Source: an optimization exercise on an open RTL-to-GDS flow (aim: small area). Production flows keep margins and buffers that such runs may drop. In this exercise RTL edits were held to simulation tests only and were not proved equivalent to the original. Power and IR drop assume default switching activity. The flow treats the clock pin as an ideal source, which a real chip does not have.

// core_monitor_top
module core_monitor_top (
	input  logic                             clk,
	input  logic                             rst,
	input  logic [fault_pkg::LUT_SRC_W-1:0]  lut_err,
	input  logic [fault_pkg::BRAM_SRC_W-1:0] bram_err,
	input  logic [fault_pkg::ECC_SRC_W-1:0]  ecc_err,
	input  logic                             xc_error_mode,    
	output logic                             luterr,
	output logic                             bramerr,
	output logic                             sb_ecc,
	output logic                             error1_led,
	output logic                             error2_led,
	input  trace_pkg::trace_record_t         trace_in,
	output trace_pkg::trace_record_t         trace_out,
	output logic                             trace_valid
);
==> flow/config.mk <==
export PLATFORM = sky130hd
export DESIGN_NAME = core_monitor_top
export DESIGN_NICKNAME = core_monitor_top
export VERILOG_FILES = /design/flow/design.v
export SDC_FILE = /design/flow/constraint.sdc
export NUM_CORES = 4
export LEC_CHECK = 0
export CAP_MARGIN = 20
export CORE_MARGIN = 2
export CORE_UTILIZATION = 70
export PLACE_DENSITY = 0.8
export SLEW_MARGIN = 20
==> flow/constraint.sdc <==
create_clock -name core_clock -period 5.0 [get_ports {clk}]
set_input_delay 1.0000 -clock core_clock [delete_from_list [all_inputs] [get_ports {clk}]]
set_output_delay 1.0000 -clock core_clock [all_outputs]
set_load 0.01 [all_outputs]
standard.sh (not shown) runs the stock make flow with config.mk's settings and CLKGATE_MAP_FILE= SYNTH_SCRIPT=/design/flow/synth_recipe.tcl, a recipe that flattens the netlist after the stock synthesis.
==> flow/flow/run.sh <==
#!/bin/bash
# The standard layout, with plain buf_1 cells as the port buffers and a
# clock tree without dummy loads and with larger sink clusters.
# make's full output goes to flow.log; ORFS keeps each step's log under orfs/logs.
set -euo pipefail
export BUFFER_PORTS_ARGS="-buffer_cell sky130_fd_sc_hd__buf_1"
export CTS_ARGS="-sink_clustering_enable -repair_clock_nets -dont_use_dummy_load -sink_clustering_size 30 -sink_clustering_max_diameter 80"
bash standard.sh > flow.log 2>&1
The starting point finished with timing, DRC and antenna clean.
Edit:
==> flow/run.sh (new file) <==
#!/bin/bash
# synth_recipe.tcl (not shown) runs the flow's synth.tcl, then flattens the netlist and writes it again
# the make line also repeats each setting of config.mk as NAME=value (left out here)
make -C /OpenROAD-flow-scripts/flow DESIGN_CONFIG=/design/flow/config.mk WORK_HOME=/design/flow/orfs CLKGATE_MAP_FILE= SYNTH_SCRIPT=/design/flow/synth_recipe.tcl finish
--- a/flow/config.mk
+++ b/flow/config.mk
@@ -10,2 +10 @@
-export CORE_UTILIZATION = 70
-export PLACE_DENSITY = 0.8
+export CORE_UTILIZATION = 40
removed: flow/flow/run.sh
removed: flow/standard.sh
=> Core utilization decreases by 27 points. Die area goes up by 74%. Wire length came out lower by 18%. Non-clock buffer count fell by 1. Critical path depth stays the same.
Edit:
--- a/flow/config.mk
+++ b/flow/config.mk
@@ -10 +10,2 @@
-export CORE_UTILIZATION = 40
+export CORE_UTILIZATION = 70
+export PLACE_DENSITY = 0.8
Outcome: Power decreases by 3.9%; routed wire length went up by 51%; non-clock buffer count is unchanged; fmax falls by 1.5%; utilization goes up by 35 points; first-iteration DRC count is lower by 16%; sequential power stays flat; design area came out lower by 3.2%.
Edit:
==> flow/flow/run.sh (new file) <==
#!/bin/bash
# The standard layout, with plain buf_1 cells as the port buffers and a
# clock tree without dummy loads and with larger sink clusters.
# make's full output goes to flow.log; ORFS keeps each step's log under orfs/logs.
set -euo pipefail
export BUFFER_PORTS_ARGS="-buffer_cell sky130_fd_sc_hd__buf_1"
export CTS_ARGS="-sink_clustering_enable -repair_clock_nets -dont_use_dummy_load -sink_clustering_size 35 -sink_clustering_max_diameter 80"
bash standard.sh > flow.log 2>&1
==> flow/standard.sh (new file) <==
#!/bin/bash
# synth_recipe.tcl (not shown) runs the flow's synth.tcl, then flattens the netlist and writes it again
# the make line also repeats each setting of config.mk as NAME=value (left out here)
make -C /OpenROAD-flow-scripts/flow DESIGN_CONFIG=/design/flow/config.mk WORK_HOME=/design/flow/orfs CLKGATE_MAP_FILE= SYNTH_SCRIPT=/design/flow/synth_recipe.tcl "${@:-finish}"
removed: flow/run.sh
Outcome:
- The changed run finished clean
- via count went down by about 10%
- maximum frequency came out higher by about 20%
- count of clock-buffer cells in the layout fell by 251
- non-clock buffer count does not change
- wire length went down by about 21%
- cell count goes down by 6.9%
- first-iteration DRC count shrinks by about 2.4%
- total power goes down by about 20%

-- static timing again, ports no longer ideal --
Ports are ideal in the flow. The routed layouts listed here were re-timed in OpenROAD. Step 1 (the two cells are an assumption about what drives the block):
set clk [get_ports {clk}]
set_driving_cell -lib_cell sky130_fd_sc_hd__clkbuf_16 $clk
set_driving_cell -lib_cell sky130_fd_sc_hd__buf_2 [delete_from_list [all_inputs] $clk]
Step 2 adds t to the input delays and takes it off the output delays; t is the mean of the earliest and latest rising clock arrival at the registers after step 1. Input paths then give back, and output paths get back, about the clock's delay inside the block. Slacks: no drivers / after step 1 / after step 2; pairs: no drivers / after step 1.
run | t, ns | setup WS [ns] | worst setup path after step 2
the first run | 0.716 | 2.167 / 2.107 / 2.824 | register to output
the second run | 0.863 | 1.705 / 1.640 / 2.504 | register to output
the third run | 0.831 | 1.656 / 1.597 / 2.164 | input to register
the fourth run | 0.710 | 2.192 / 2.130 / 2.840 | register to output
After both steps every run listed still meets setup and hold.
